Source: an optimization exercise on an open RTL-to-GDS flow (aim: a short achievable clock period and few clock cycles). Production flows keep margins and buffers that such runs may drop. The RTL was checked by simulation tests, not by an equivalence proof against the original design. Power figures rest on the tool's default switching activity, not on a simulated workload.

==> flow/design.v <==
module multicycle_datapath #(
    parameter int               WIDTH    = 32,
    parameter int               NREGS    = 32,
    parameter logic [WIDTH-1:0] RESET_PC = '0
) (
    input  logic             CLK,
    input  logic             reset,
    output logic             mem_req,
    output logic             mem_we,
    output logic [WIDTH-1:0] mem_addr,
    output logic [WIDTH-1:0] mem_wdata,
    input  logic [WIDTH-1:0] mem_rdata,
    input  logic             mem_ready,
    output logic [WIDTH-1:0] pc,
    output logic             retire,
    output logic             illegal
);
    localparam int RB = $clog2(NREGS);
    localparam logic [5:0] OP_RTYPE = 6'h00, OP_J = 6'h02, OP_BEQ = 6'h04,
                           OP_ADDI  = 6'h08, OP_LW = 6'h23, OP_SW = 6'h2B;
    localparam logic [5:0] FN_ADD = 6'h20, FN_SUB = 6'h22, FN_AND = 6'h24,
                           FN_OR  = 6'h25, FN_SLT = 6'h2A;
    typedef enum logic [3:0] {
        S_START, S_FETCH, S_DECODE, S_MEMADR, S_MEMRD, S_MEMWB, S_MEMWR,
        S_EXEC, S_ALUWB, S_ADDIEX, S_ADDIWB, S_BRANCH, S_JUMP
    } state_t;
    state_t           state_reg;
    logic [WIDTH-1:0] pc_reg, a_reg, b_reg, alu_out_reg, mdr_reg;
    logic [31:0]      ir_reg;
    logic [WIDTH-1:0] rf_reg [NREGS];
    logic [5:0]       opcode, funct;
    logic [RB-1:0]    rs, rt, rd;
    logic [WIDTH-1:0] sign_imm, jump_target;
    logic [WIDTH-1:0] alu_a, alu_b, alu_y;
    logic             funct_ok;
    logic             wr_en;
    logic [RB-1:0]    wr_idx;
    logic [WIDTH-1:0] wr_data;
    logic             unused_bits;
    assign opcode   = ir_reg[31:26];
    assign funct    = ir_reg[5:0];
    assign rs       = ir_reg[21 +: RB];
    assign rt       = ir_reg[16 +: RB];
    assign rd       = ir_reg[11 +: RB];
    assign sign_imm = WIDTH'($signed(ir_reg[15:0]));
    assign funct_ok = (funct == FN_ADD) || (funct == FN_SUB) || (funct == FN_AND) ||
                      (funct == FN_OR)  || (funct == FN_SLT);
    assign unused_bits = ^{ir_reg, mem_rdata};
    generate
        if (WIDTH > 28) begin : g_jump_wide
            assign jump_target = {pc_reg[WIDTH-1:28], ir_reg[25:0], 2'b00};
        end else begin : g_jump_narrow
            logic [27:0] jump_low;
            assign jump_low    = {ir_reg[25:0], 2'b00};
            assign jump_target = jump_low[WIDTH-1:0];
        end
    endgenerate
    always_comb begin
        alu_a = pc_reg;
        alu_b = WIDTH'(4);
        alu_y = '0;
        case (state_reg)
            S_DECODE:           alu_b = sign_imm << 2;
            S_MEMADR, S_ADDIEX: begin alu_a = a_reg; alu_b = sign_imm; end
            S_EXEC:             begin alu_a = a_reg; alu_b = b_reg; end
            default: ;
        endcase
        if (state_reg == S_EXEC) begin
            case (funct)
                FN_SUB:  alu_y = alu_a - alu_b;
                FN_AND:  alu_y = alu_a & alu_b;
                FN_OR:   alu_y = alu_a | alu_b;
                FN_SLT:  alu_y = WIDTH'($signed(alu_a) < $signed(alu_b));
                default: alu_y = alu_a + alu_b;
            endcase
        end else begin
            alu_y = alu_a + alu_b;
        end
    end
    always_ff @(posedge CLK or negedge reset) begin
        if (!reset) begin
            state_reg   <= S_START;
            pc_reg      <= RESET_PC;
            ir_reg      <= '0;
            a_reg       <= '0;
            b_reg       <= '0;
            alu_out_reg <= '0;
            mdr_reg     <= '0;
        end else begin
            case (state_reg)
                S_START: state_reg <= S_FETCH;
                S_FETCH: if (mem_ready) begin
                    ir_reg    <= 32'(mem_rdata);
                    pc_reg    <= alu_y;
                    state_reg <= S_DECODE;
                end
                S_DECODE: begin
                    a_reg       <= rf_reg[rs];
                    b_reg       <= rf_reg[rt];
                    alu_out_reg <= alu_y;
                    case (opcode)
                        OP_LW, OP_SW: state_reg <= S_MEMADR;
                        OP_RTYPE:     state_reg <= funct_ok ? S_EXEC : S_FETCH;
                        OP_BEQ:       state_reg <= S_BRANCH;
                        OP_ADDI:      state_reg <= S_ADDIEX;
                        OP_J:         state_reg <= S_JUMP;
                        default:      state_reg <= S_FETCH;
                    endcase
                end
                S_MEMADR: begin
                    alu_out_reg <= alu_y;
                    state_reg   <= (opcode == OP_LW) ? S_MEMRD : S_MEMWR;
                end
                S_MEMRD: if (mem_ready) begin
                    mdr_reg   <= mem_rdata;
                    state_reg <= S_MEMWB;
                end
                S_MEMWR: if (mem_ready) state_reg <= S_FETCH;
                S_EXEC, S_ADDIEX: begin
                    alu_out_reg <= alu_y;
                    state_reg   <= (state_reg == S_EXEC) ? S_ALUWB : S_ADDIWB;
                end
                S_BRANCH: begin
                    if (a_reg == b_reg) pc_reg <= alu_out_reg;
                    state_reg <= S_FETCH;
                end
                S_JUMP: begin
                    pc_reg    <= jump_target;
                    state_reg <= S_FETCH;
                end
                default: state_reg <= S_FETCH;
            endcase
        end
    end
    always_comb begin
        wr_en   = (state_reg == S_MEMWB) || (state_reg == S_ALUWB) || (state_reg == S_ADDIWB);
        wr_idx  = (state_reg == S_ALUWB) ? rd : rt;
        wr_data = (state_reg == S_MEMWB) ? mdr_reg : alu_out_reg;
    end
    always_ff @(posedge CLK or negedge reset) begin
        if (!reset) begin
            for (int i = 0; i < NREGS; i++) rf_reg[i] <= '0;
        end else if (wr_en && (wr_idx != '0)) begin
            rf_reg[wr_idx] <= wr_data;
        end
    end
    always_comb begin
        mem_req   = (state_reg == S_FETCH) || (state_reg == S_MEMRD) || (state_reg == S_MEMWR);
        mem_we    = (state_reg == S_MEMWR);
        mem_addr  = (state_reg == S_FETCH) ? pc_reg :
                    (state_reg == S_MEMRD || state_reg == S_MEMWR) ? alu_out_reg : '0;
        mem_wdata = (state_reg == S_MEMWR) ? b_reg : '0;
        retire    = (state_reg == S_MEMWB) || (state_reg == S_ALUWB) ||
                    (state_reg == S_ADDIWB) || (state_reg == S_BRANCH) ||
                    (state_reg == S_JUMP) || ((state_reg == S_MEMWR) && mem_ready);
        illegal   = (state_reg == S_DECODE) &&
                    !((opcode == OP_RTYPE && funct_ok) || opcode == OP_LW || opcode == OP_SW ||
                      opcode == OP_BEQ || opcode == OP_ADDI || opcode == OP_J);
        pc        = pc_reg;
    end
endmodule
==> flow/run.sh <==
#!/bin/bash
# synth_recipe.tcl (not shown) runs the flow's synth.tcl, then flattens the netlist and writes it again
# the make line also repeats each setting of config.mk as NAME=value (left out here)
make -C /OpenROAD-flow-scripts/flow DESIGN_CONFIG=/design/flow/config.mk WORK_HOME=/design/flow/orfs CLKGATE_MAP_FILE= SYNTH_SCRIPT=/design/flow/synth_recipe.tcl finish
==> flow/config.mk <==
export PLATFORM = sky130hd
export DESIGN_NAME = multicycle_datapath
export DESIGN_NICKNAME = multicycle_datapath
export VERILOG_FILES = /design/flow/design.v
export SDC_FILE = /design/flow/constraint.sdc
export NUM_CORES = 4
export LEC_CHECK = 0
export CAP_MARGIN = 20
export CORE_MARGIN = 2
export CORE_UTILIZATION = 40
export SLEW_MARGIN = 20
==> flow/constraint.sdc <==
create_clock -name core_clock -period 7.0 [get_ports {CLK}]
set_input_delay 1.4000 -clock core_clock [delete_from_list [all_inputs] [get_ports {CLK}]]
set_output_delay 1.4000 -clock core_clock [all_outputs]
set_load 0.01 [all_outputs]
==> reports/metrics.csv <==
stage;metric;value;unit
timing;finalHoldViolations;0;
floorplanning;fp.dieW;397;um
synthesis;ys_seq_area_share;49.5;%
floorplanning;core_region_area;154000;um2
placed_design;hpwl;192000;um
drt;drc_errors;0;
placed_design;io_buffers;134;
critical_path;max_stage_delay;1.02;ns
clock_tree;cts_setup_buffers;0;
clock_tree;cts.reportedPaths.clkPinSlew;0.06;ns
clock_tree;cts_buffer_depth;3;
synthesis;synth_ff_type;dfrtp_1;
power;p_comb_share;44.2;%
drt;vias;61700;
power;p_per_area;527;nW/um2
timing;relSlewSlack;14.7;%
final_layout;final_cells;8736;
clock_tree;clock_sinks;1220;
clock_tree;clock-root-buffer;clkbuf_16;
drt;wirelength;320000;um
timing;setup_viol;0;
drt;ant_nets;0;
final_layout;area_growth;15.4;%
critical_path;r2r_slack;1.07;ns
floorplanning;rows;144;
critical_path;cp-start-kind;flip-flop;
final_layout;drive_above_1_share;11.2;%
final_layout;largest_register_ffs;1024;
synthesis;synth_warnings;2;
synthesis;post_synth_num_cell_types;82;
floorplanning;initial_utilization;40.2;%
critical_path;crit_slowest_cell;and3_1;
placed_design;place_inst;8469;
timing;fin_skew;0.0252;ns
synthesis;synthTopCellsByArea;dfrtp_1 (49%), a21oi_1 (8.2%), nor2_1 (6.1%), a22o_1 (5.1%), a221oi_1 (4.7%);
min_path;min_path_type;flip-flop to flip-flop;
min_path;worstHoldEndpoint;rf_reg[0][15]$_DFFE_PN0P_;
global_route;grt_pass1_wl;443000;um
drt;drt_iter0_markers;11700;
clock_tree;htreeDepth;4;
global_route;grtUsageTotal;39.6;%
synthesis;synth_seq_cells;1220;
floorplanning;fp.dieArea;157000;um2
critical_path;crit_arrival;6.61;ns
drt;drt_pass1_iterations;13;
power;power_leakage;30.8;nW
final_layout;nets;6703;
final_layout;regArea;30500;um2
critical_path;end_kind;flip-flop;
drt;via_per_inst;7.06;
clock_tree;tritoncts;built;
power;clock_power_share;20.5;%
synthesis;syn_nets;6839;
final_layout;multi_input_area;29300;um2
critical_path;critical_path.max_fanout;25;
final_layout;n_fill_cell;14500;
global_route;grt_max_degree;166;
job;max_cap_viol_count;0;
synthesis;syn_area_per_cell;9.20;um2
synthesis;synth.most_common_cell;dfrtp_1;
power;cellInternalPower;0.0199;W
floorplanning;io_pins;135;
floorplanning;die_h;397;um
timing;holdWs;0.407;ns
timing;tns;0;ns
critical_path;path_cells;nor2b_1 -> and3_1 -> a222oi_1 -> ha_1 -> a21oi_1 -> o21bai_1 -> a21oi_1 -> a211oi_1 -> and3_4 -> nor3_4 -> o41ai_1 -> o221a_2 -> o22ai_1 -> mux2_2;
clock_tree;clk_latency;0.81;ns
drt;wl_per_cell;36.6;um
power;max-vdd-ir-drop;0.252;mV
critical_path;reg2reg_depth;14;
placed_design;gp_congestion;0.984;
min_path;min_from;rf_reg[0][15]$_DFFE_PN0P_;
global_route;grt_overflow;0;
global_route;grt_pass1_vias;56900;
critical_path;reg2reg_from;state_reg[3]$_DFFE_PN0P_;
synthesis;syn_area;61700;um2
synthesis;synth_edf_count;0;
synthesis;synth.top_cell.area_share;49.5;%
critical_path;timing.rr.end;alu_out_reg[26]$_DFFE_PN0P_;
clock_tree;ctsResizeCount;0;
final_layout;fin_util;46.3;%
timing;fmax;169;MHz
synthesis;synthArstFlopShare;100;%
synthesis;synth_common_cells;dfrtp_1 (1220), a21oi_1 (1008), nor2_1 (1004), clkbuf_1 (567), nand2_1 (429);
clock_tree;cts_hold_buf;0;
timing;fin_crit;5.93;ns
power;swShare;47.1;%
clock_tree;cts_buffers;136;
run_status;status;timing/DRC/antenna clean;
critical_path;critPathKind;flip-flop to flip-flop;
critical_path;required;7.68;ns
timing;tightest_slew;1.28;ns
synthesis;synth_top_cell_by_area;dfrtp_1;
timing;post-route-period-util;84.7;%
timing;rsz0062_at_grt;no;
power;p_seq_share;35.3;%
critical_path;path_common_cell;a21oi_1;
min_path;hold_depth;0;
timing;slew_viol_final;0;
power;switchingPower;0.0177;W
synthesis;synth_cells;6706;
global_route;antenna_found_initial;16;
[metal layers]
metal	wire (um)	vias to the layer above	track usage, %
met3	52200	1696	18.9
li1	-	24500	-
met5	862	-	1.11
met2	128000	5672	54.9
met4	24600	34	24.6
met1	114000	29800	49.2
[power by group through the flow]
stage | Clock (W) | Combinational [W] | Sequential, W
floorplan | 0 | 0.00987 | 0.0117
global placement | 0 | 0.0154 | 0.0131
detailed placement | 0 | 0.0156 | 0.0131
CTS | 0.00769 | 0.0156 | 0.0130
global route | 0.00798 | 0.0175 | 0.0134
finish | 0.00769 | 0.0166 | 0.0132
[metrics by stage]
step                      power (W)  setup WS, ns  cell area, um2
after global placement       0.0284          1.27           66000
after global routing         0.0389         0.843           71200
after detailed placement     0.0287          1.25           66200
after floorplan              0.0216          2.48           61700
final                        0.0375          1.07           71200
after CTS                    0.0364          1.25           70900
[final cells by class]
| cell class | instances | share of cell area (%) |
|---|---|---|
| antenna | 11 | 0.0387 |
| clock buffer | 194 | 5.68 |
| clock inverter | 55 | 0.944 |
| inverter | 102 | 0.538 |
| multi-input combinational | 4725 | 41.2 |
| sequential | 1220 | 42.9 |
| tap | 2044 | 3.59 |
| timing repair buffer | 385 | 5.18 |
[cells in the final DEF, fill, tap and decap left out, types with 24 or more instances in the layout]
cell type,netlist,layout
xor2_1,32,32
nor2_1,1004,913
clkbuf_16,0,144
nand4_1,140,140
and3_1,40,40
mux2_2,80,80
mux2i_2,0,24
buf_4,0,219
nand3_1,82,82
a221oi_1,332,332
clkdlybuf4s50_1,0,133
a21oi_1,1008,1007
clkbuf_8,0,25
o21ai_0,331,331
dfrtp_1,1220,1219
nand2_1,429,427
a22o_1,360,360
o32ai_1,67,55
clkbuf_1,567,25
nor2_4,0,90
ha_1,96,96
inv_1,101,101
a22oi_1,339,339
[kinds of logic (layout without fill, tap and decap cells)]
| family | count (synthesis) | after routing | synth area share (%) |
|---|---|---|---|
| other cells | 0 | 11 | 0 |
| simple gates | 1830 | 1830 | 12.7 |
| mux | 119 | 119 | 2.09 |
| xor+xnor | 34 | 34 | 0.482 |
| fa+ha+maj | 98 | 98 | 2.01 |
| buf+inv | 761 | 736 | 4.77 |
| compound gates | 2644 | 2644 | 28.5 |
| flops | 1220 | 1220 | 49.5 |
[worst max path at each step]
stage,startpoint,endpoint,slack [ns]
CTS,state_reg[1]$_DFFE_PN0P_,alu_out_reg[24]$_DFFE_PN0P_,1.25
finish,state_reg[3]$_DFFE_PN0P_,alu_out_reg[26]$_DFFE_PN0P_,1.07
global placement,state_reg[3]$_DFFE_PN0P_,alu_out_reg[27]$_DFFE_PN0P_,1.27
detailed placement,state_reg[3]$_DFFE_PN0P_,pc_reg[0]$_DFFE_PN0P_,1.25
global route,state_reg[3]$_DFFE_PN0P_,pc_reg[0]$_DFFE_PN0P_,0.84
floorplan,state_reg[3]$_DFFE_PN0P_,alu_out_reg[26]$_DFFE_PN0P_,2.48
[worst max-delay path, delay by kind of cell (launching register included)]
kind            cells  cell delay [ns]
mux                 1             0.30
fa+ha+maj           1             0.61
flops               1             0.56
simple gates        4             1.96
compound gates      8             2.35
Testbench counts, summed over its fixed seeds: cycles 60,549.

[static timing again, ports no longer ideal]
How much do the figures lean on ideal ports? The routed layout below was timed once more, with nothing changed but the port constraints.
Step 1, drivers: a clkbuf_16 drives CLK and a buf_2 each remaining input, both assumed.
Step 2, shift: input delay + t, output delay - t, t = (earliest + latest rising clock arrival at the registers) / 2. This alone moves slack from input paths to output paths.
Slacks: ideal / step 1 / step 2; pairs: ideal / step 1.
t, ns: 0.875
setup WS [ns]: 1.069 / 1.069 / 1.069
worst slew at a driven data input, ns: 0.10
cell pins on the clock port's net: 1
After both steps this run still meets setup and hold. The setup slack of this run moves by 0.000 ns with the drivers and by 0.000 ns with both steps.
